This design comes from an exercise in tuning for small area and a short achievable clock period on the open sky130 flow, not from production work.
In this exercise RTL edits were held to simulation tests only and were not proved equivalent to the original.

==> run.sh <==
#!/bin/bash
# synth_recipe.tcl (not shown) runs the flow's synth.tcl, then flattens the netlist and writes it again
# the make line also repeats each setting of config.mk as NAME=value (left out here)
make -C /OpenROAD-flow-scripts/flow DESIGN_CONFIG=/design/flow/config.mk WORK_HOME=/design/flow/orfs CLKGATE_MAP_FILE= SYNTH_SCRIPT=/design/flow/synth_recipe.tcl finish
==> config.mk <==
export PLATFORM = sky130hd
export DESIGN_NAME = rename_top
export DESIGN_NICKNAME = rename_top
export VERILOG_FILES = /design/flow/design.v
export SDC_FILE = /design/flow/constraint.sdc
export NUM_CORES = 4
export LEC_CHECK = 0
export CAP_MARGIN = 20
export CELL_PAD_IN_SITES_DETAIL_PLACEMENT = 1
export CELL_PAD_IN_SITES_GLOBAL_PLACEMENT = 2
export CORE_MARGIN = 2
export CORE_UTILIZATION = 25
export PLACE_DENSITY = 0.45
export SLEW_MARGIN = 20
==> constraint.sdc <==
create_clock -name core_clock -period 6.0 [get_ports {clk}]
set_input_delay 1.2000 -clock core_clock [delete_from_list [all_inputs] [get_ports {clk}]]
set_output_delay 1.2000 -clock core_clock [all_outputs]
set_load 0.01 [all_outputs]
==> design.v <==
`timescale 1ns/1ps
module front_rat (
    input  logic      clk,
    input  logic      rst,
    input  logic      flush,
    input  logic [$clog2(32)-1:0] rs1_arch,
    input  logic [$clog2(32)-1:0] rs2_arch,
    input  logic [$clog2(32)-1:0] rd_arch,
    input  logic      alloc_fire,
    input  logic [$clog2(64)-1:0]  alloc_phy,
    input  logic [32*$clog2(64)-1:0]  back_map,
    output logic [$clog2(64)-1:0]  rs1_phy,
    output logic [$clog2(64)-1:0]  rs2_phy,
    output logic [$clog2(64)-1:0]  old_phy
);
    logic [$clog2(64)-1:0] map_q [32];
    assign rs1_phy = map_q[rs1_arch];
    assign rs2_phy = map_q[rs2_arch];
    assign old_phy = map_q[rd_arch];
    always_ff @(posedge clk or posedge rst) begin
        if (rst) begin
            for (int i = 0; i < 32; i++) begin
                map_q[i] <= i[$clog2(64)-1:0];
            end
        end else if (flush) begin
            for (int i = 0; i < 32; i++) begin
                map_q[i] <= back_map[i*$clog2(64) +: $clog2(64)];
            end
        end else if (alloc_fire && (rd_arch != '0)) begin
            map_q[rd_arch] <= alloc_phy;
        end
    end
endmodule
`timescale 1ns/1ps
module free_list (
    input  logic     clk,
    input  logic     rst,
    input  logic     flush,
    input  logic     alloc_fire,
    input  logic     release_valid,
    input  logic [$clog2(64)-1:0] release_phy,
    input  logic [32*$clog2(64)-1:0] back_map,
    output logic     free_avail,
    output logic [$clog2(64)-1:0] alloc_phy
);
    logic [64-1:0] free_q;
    logic [64-1:0] held_vec;
    assign free_avail = |free_q;
    always_comb begin
        alloc_phy = '0;
        for (int i = 64-1; i >= 0; i--) begin
            if (free_q[i]) begin
                alloc_phy = i[$clog2(64)-1:0];
            end
        end
    end
    always_comb begin
        held_vec = '0;
        for (int i = 0; i < 32; i++) begin
            held_vec[back_map[i*$clog2(64) +: $clog2(64)]] = 1'b1;
        end
    end
    always_ff @(posedge clk or posedge rst) begin
        if (rst) begin
            free_q <= {{(64-32){1'b1}}, {32{1'b0}}};
        end else if (flush) begin
            free_q <= ~held_vec;
        end else begin
            if (alloc_fire) begin
                free_q[alloc_phy] <= 1'b0;
            end
            if (release_valid) begin
                free_q[release_phy] <= 1'b1;
            end
        end
    end
endmodule
`timescale 1ns/1ps
module reorder_buffer (
    input  logic      clk,
    input  logic      rst,
    input  logic      rename_valid,
    input  logic [$clog2(32)-1:0] rd_arch,
    input  logic      free_avail,
    input  logic [$clog2(64)-1:0]  alloc_phy,
    input  logic [$clog2(64)-1:0]  old_phy,
    input  logic      complete_valid,
    input  logic [$clog2(16)-1:0]   complete_rob_id,
    input  logic      complete_mispredict,
    output logic      rename_ready,
    output logic      alloc_fire,
    output logic [$clog2(64)-1:0]  rd_phy,
    output logic [$clog2(16)-1:0]   rob_id,
    output logic      retire_valid,
    output logic [$clog2(32)-1:0] retire_rd_arch,
    output logic [$clog2(64)-1:0]  retire_rd_phy,
    output logic      release_valid,
    output logic [$clog2(64)-1:0]  release_phy,
    output logic      flush
);
    logic [$clog2(16)-1:0]    head_q;
    logic [$clog2(16)-1:0]    tail_q;
    logic [$clog2(16):0] count_q;
    logic [$clog2(32)-1:0] ent_rd_arch [16];
    logic [$clog2(64)-1:0]  ent_new_phy [16];
    logic [$clog2(64)-1:0]  ent_old_phy [16];
    logic [16-1:0] ent_done;
    logic [16-1:0] ent_misp;
    logic retire_misp;
    logic recovering;
    logic full;
    logic rename_fire;
    logic pop;
    assign recovering = (retire_valid && retire_misp) || flush;
    assign full = (count_q == 16);
    assign rename_ready = !full && (free_avail || (rd_arch == '0)) && !recovering;
    assign rename_fire = rename_valid && rename_ready;
    assign alloc_fire = rename_fire && (rd_arch != '0);
    assign rd_phy = alloc_fire ? alloc_phy : '0;
    assign rob_id = tail_q;
    assign pop = (count_q != '0) && ent_done[head_q] && !recovering;
    assign release_valid = retire_valid && (retire_rd_arch != '0);
    always_ff @(posedge clk or posedge rst) begin
        if (rst) begin
            head_q <= '0;
            tail_q <= '0;
            count_q <= '0;
            ent_done <= '0;
            ent_misp <= '0;
            retire_valid <= 1'b0;
            retire_misp <= 1'b0;
            flush <= 1'b0;
        end else begin
            retire_valid <= pop;
            retire_misp <= pop && ent_misp[head_q];
            flush <= retire_valid && retire_misp;
            if (flush) begin
                head_q <= tail_q;
                count_q <= '0;
            end else begin
                if (pop) begin
                    head_q <= head_q + 1'b1;
                end
                if (rename_fire) begin
                    tail_q <= tail_q + 1'b1;
                end
                case ({rename_fire, pop})
                    2'b10: count_q <= count_q + 1'b1;
                    2'b01: count_q <= count_q - 1'b1;
                    default: count_q <= count_q;
                endcase
            end
            if (complete_valid && !recovering) begin
                ent_done[complete_rob_id] <= 1'b1;
                ent_misp[complete_rob_id] <= complete_mispredict;
            end
            if (rename_fire) begin
                ent_done[tail_q] <= 1'b0;
                ent_misp[tail_q] <= 1'b0;
            end
        end
    end
    always_ff @(posedge clk) begin
        if (rename_fire) begin
            ent_rd_arch[tail_q] <= rd_arch;
            ent_new_phy[tail_q] <= rd_phy;
            ent_old_phy[tail_q] <= old_phy;
        end
        if (pop) begin
            retire_rd_arch <= ent_rd_arch[head_q];
            retire_rd_phy <= ent_new_phy[head_q];
            release_phy <= ent_old_phy[head_q];
        end
    end
endmodule
`timescale 1ns/1ps
module back_rat (
    input  logic      clk,
    input  logic      rst,
    input  logic      retire_valid,
    input  logic [$clog2(32)-1:0] retire_rd_arch,
    input  logic [$clog2(64)-1:0]  retire_rd_phy,
    output logic [32*$clog2(64)-1:0]  back_map
);
    logic [$clog2(64)-1:0] map_q [32];
    always_ff @(posedge clk or posedge rst) begin
        if (rst) begin
            for (int i = 0; i < 32; i++) begin
                map_q[i] <= i[$clog2(64)-1:0];
            end
        end else if (retire_valid && (retire_rd_arch != '0)) begin
            map_q[retire_rd_arch] <= retire_rd_phy;
        end
    end
    always_comb begin
        back_map = '0;
        for (int i = 0; i < 32; i++) begin
            back_map[i*$clog2(64) +: $clog2(64)] = map_q[i];
        end
    end
endmodule
`timescale 1ns/1ps
module rename_top (
    input  logic      clk,
    input  logic      rst,
    input  logic      rename_valid,
    input  logic [$clog2(32)-1:0] rs1_arch,
    input  logic [$clog2(32)-1:0] rs2_arch,
    input  logic [$clog2(32)-1:0] rd_arch,
    input  logic      complete_valid,
    input  logic [$clog2(16)-1:0]   complete_rob_id,
    input  logic      complete_mispredict,
    output logic      rename_ready,
    output logic [$clog2(64)-1:0]  rs1_phy,
    output logic [$clog2(64)-1:0]  rs2_phy,
    output logic [$clog2(64)-1:0]  rd_phy,
    output logic [$clog2(16)-1:0]   rob_id,
    output logic      retire_valid,
    output logic [$clog2(32)-1:0] retire_rd_arch,
    output logic [$clog2(64)-1:0]  retire_rd_phy,
    output logic      flush
);
    logic     alloc_fire;
    logic     free_avail;
    logic [$clog2(64)-1:0] alloc_phy;
    logic [$clog2(64)-1:0] old_phy;
    logic     release_valid;
    logic [$clog2(64)-1:0] release_phy;
    logic [32*$clog2(64)-1:0] back_map;
    front_rat front_rat0 (
        .clk        (clk),
        .rst        (rst),
        .flush      (flush),
        .rs1_arch   (rs1_arch),
        .rs2_arch   (rs2_arch),
        .rd_arch    (rd_arch),
        .alloc_fire (alloc_fire),
        .alloc_phy  (alloc_phy),
        .back_map   (back_map),
        .rs1_phy    (rs1_phy),
        .rs2_phy    (rs2_phy),
        .old_phy    (old_phy)
    );
    free_list free_list0 (
        .clk           (clk),
        .rst           (rst),
        .flush         (flush),
        .alloc_fire    (alloc_fire),
        .release_valid (release_valid),
        .release_phy   (release_phy),
        .back_map      (back_map),
        .free_avail    (free_avail),
        .alloc_phy     (alloc_phy)
    );
    reorder_buffer rob0 (
        .clk                 (clk),
        .rst                 (rst),
        .rename_valid        (rename_valid),
        .rd_arch             (rd_arch),
        .free_avail          (free_avail),
        .alloc_phy           (alloc_phy),
        .old_phy             (old_phy),
        .complete_valid      (complete_valid),
        .complete_rob_id     (complete_rob_id),
        .complete_mispredict (complete_mispredict),
        .rename_ready        (rename_ready),
        .alloc_fire          (alloc_fire),
        .rd_phy              (rd_phy),
        .rob_id              (rob_id),
        .retire_valid        (retire_valid),
        .retire_rd_arch      (retire_rd_arch),
        .retire_rd_phy       (retire_rd_phy),
        .release_valid       (release_valid),
        .release_phy         (release_phy),
        .flush               (flush)
    );
    back_rat back_rat0 (
        .clk            (clk),
        .rst            (rst),
        .retire_valid   (retire_valid),
        .retire_rd_arch (retire_rd_arch),
        .retire_rd_phy  (retire_rd_phy),
        .back_map       (back_map)
    );
endmodule
==> run summary <==
-- per-stage QoR --
stage / setup WS (ns) / utilization, % / hold slack (ns) / setup TNS [ns]
after floorplan: -1.772 / - / 0.4507 / -538.62
after global placement: 0.5278 / 28.04 / 0.4630 / 0
after detailed placement: 0.5523 / 28.10 / 0.4981 / 0
after CTS: 0.2971 / 29.35 / 0.5153 / 0
after global routing: 0.1338 / 29.70 / 0.5307 / 0
final: 0.2914 / 29.81 / 0.5099 / 0
-- flip-flops by register name, indices dropped and copies added (netlist names), 16 cells and up --
name               count
rob0.ent_new_phy      96
rob0.ent_rd_arch      80
free_list0.free_q     64
front_rat0.map_q     192
rob0.ent_misp         16
rob0.ent_old_phy      96
rob0.ent_done         16
back_rat0.map_q      192
-- cells in the mapped netlist (160+ instances only) --
cell type and n:
a21oi_1 229, clkbuf_1 525, dfrtp_1 304, dfstp_2 192, edfxtp_1 289, mux2_2 160
mux2i_1 223, nand2_1 800, nand3_1 160, nor2_1 628, nor3_1 170, nor4_1 193
o21ai_0 568, o22ai_1 736
-- cell usage in the layout, fill, tap and decap left out, types with 79 or more instances in the layout --
master	Yosys	layout
mux2_2	160	160
buf_4	0	511
a21oi_1	229	206
nor2_1	628	623
nor4_1	193	181
o22ai_1	736	729
a22oi_1	154	139
inv_1	155	153
nand3_1	160	157
mux4_2	98	98
dfstp_2	192	192
o21ai_0	568	507
nand2_1	800	790
nand2b_1	87	87
diode_2	0	126
o221ai_1	80	79
nor3_1	170	159
ha_1	151	148
dfrtp_1	304	300
edfxtp_1	289	289
mux2i_1	223	221
clkbuf_16	0	93
-- final timing paths --
path                                      endpoint  slack [ns]  cells after the start
min                               rob0.ent_done[0]        0.51                      2
max reg2reg                  free_list0.free_q[38]        0.65                     11
min in group asynchronous  front_rat0.map_q[12][1]        0.93                      2
max                                      rd_phy[2]        0.29                      7
min reg2reg                       rob0.ent_done[0]        0.51                      2
max in group asynchronous    free_list0.free_q[22]        3.74                      3
-- routing by layer --
metal	share of wire, %	up-vias
met5	0.18	-
met4	11	78
met3	12	2728
met2	39	6654
met1	38	40710
li1	-	28850
-- final cells by class --
cell class                      instances  area [um^2]
Fill cell                           28790       174200
Multi-Input combinational cell       5823        39360
Sequential cell                       785        21340
Timing Repair Buffer                  615         5104
Tap cell                             3330         4167
Clock buffer                          135         2655
Inverter                              156        589.3
Clock inverter                         40        461.7
Antenna cell                          126        315.3
-- cell families (layout without fill, tap and decap cells) --
| kind of cell | Yosys count | count (layout) | synth area share, % |
|---|---|---|---|
| other | 0 | 126 | 0 |
| adders and majority gates | 152 | 152 | 3.063 |
| xor gates and xnor gates | 66 | 66 | 0.9394 |
| buffers and inverters | 728 | 946 | 4.422 |
| AOI/OAI and AO/OA | 2531 | 2531 | 26.95 |
| muxes | 482 | 482 | 10.03 |
| and+or+nand+nor | 2592 | 2592 | 20.37 |
| DFF | 785 | 785 | 34.22 |
-- worst max-delay path: cells and delay by family, from the launching register on --
| kind | cells | cell delay, ns |
|---|---|---|
| flops | 1 | 0.44 |
| buf+inv | 1 | 0.57 |
| simple gates | 6 | 2.73 |
==> run summary <==
Routed WL per cell=57.09 um; min-delay worst type=reg -> reg; vias in the first global route=72,750; clock skew=0.06859 ns; TritonCTS clock tree=done; Yosys warning count=6; first-pass GRT wire length=808,900 um; routed via count=79,020; fraction of layout cells with a size suffix above 1=19.29%; asr flop ratio synth=63.18%; GRT Util Overall=49.23%; Placed Cells=10,670; met2 GRT Util=64.84%; RSZ-0062 raised after global routing=false; final instance area=73,990 um^2; met1 Usage GRT=55.80%; largest area contributor in the netlist=edfxtp_1; Fmax=175.2 MHz; via/cell ratio=7.177; CP Class=reg -> out; CTS Buffer Depth=3; Core ar.=248,200 um^2; DRT iter0 DRCs=12,210; Yosys reg bits=785; crit-path most repeated cell=nand2_1; Max-Cap Viols=0; hold_sp=rob0.ent_done[0]; commonest register cell after synthesis=dfrtp_1; WL final=628,600 um; CP Data Required Time=4.80 ns; Crit Path Max Fanout=17; H-tree depth=3; FF-to-FF Start=back_rat0.map_q[2][0]; met3 GRT Util=27.24%; I/O pins=60; Die X=503.3 um; post-route clock period utilization=95.14%; CP max-delay cell=nor4_1; GRT Max-Usage Layer=met2; # Post-CTS Setup Buffers=0; CP Launch Point=free_list0.free_q[3]; DIE AREA=253,400 um^2; crit end category=output pin; syn_area_per_cell=8.497 um^2; hold-fix buffer count after cts=0; DR pass1 iterations=9; Post-layout nets=7,650; Routability Congestion=1.124; die height=503.3 um; IO Port Bufs=59; ANT nets after route=0; Yosys cell types=97; final hold viol count=0; fin. max-slew vios=0; min Tclk post-route=5.709 ns; Clk Tree Root Cell=clkbuf_16; relative slew slack=7.488%; Post-CTS Resized=0; post-synthesis cell count=7,336; Cell Area, Placed=69,740 um^2; initial antenna violation count=163; Starting Density=25.11%; std cell rows=183; sequential share of the synthesized area=34.22%; DPL Wire Length=471,500 um; Num CTS Buffers=93; WP data arrival=4.51 ns; Post-synth EDFFs=289; grt ovf=0; Non-Filler Instances=11,010; top post-synthesis cells by area=edfxtp_1 14%, dfrtp_1 12%, dfstp_2 8.1%, o22ai_1 7.4%, nand2_1 4.8%; largest net degree at the start of global routing=113; CTS Sinks=785; Critical Path, Cell by Cell=nor4_1 -> nand2_1 -> nor3_1 -> nand2_1 -> and4_1 -> and2_1 -> clkdlybuf4s50_1; clk slew on worst S/H paths=0.06 ns; residual DRC count=0; status=no timing/DRC/antenna violations; Post-Syn Area=62,340 um^2; Synth top area share=13.92%; Post-Syn Nets=7,512; crit-path max cell delay=0.70 ns; Layout area overhead=18.70%; setup violators final=0; worst-margin pin slew=1.378 ns; CP Launch Type=flop; Clock Latency Late Sink=0.80 ns

==> static timing again, ports no longer ideal <==
No port has a modelled driver above. Below, the same layout with a new extraction and two added sets of constraints.
Step 1 assumes that a clkbuf_16 drives the clock port and a buf_2 every other input.
Step 2, shift: input delay + t, output delay - t, t = (earliest + latest rising clock arrival at the registers) / 2. This alone moves slack from input paths to output paths.
a / b / c = no drivers / after step 1 / after step 2; a / b = the first two.
shift t [ns]: 0.862
slack for setup (ns): 0.291 / 0.194 / 0.487
hold WS [ns]: 0.510 / 0.510 / 0.510
worst setup path after step 2: input to output
After both steps this run still meets setup and hold. The setup slack of this run moves by -0.097 ns with the drivers and by +0.196 ns with both steps.
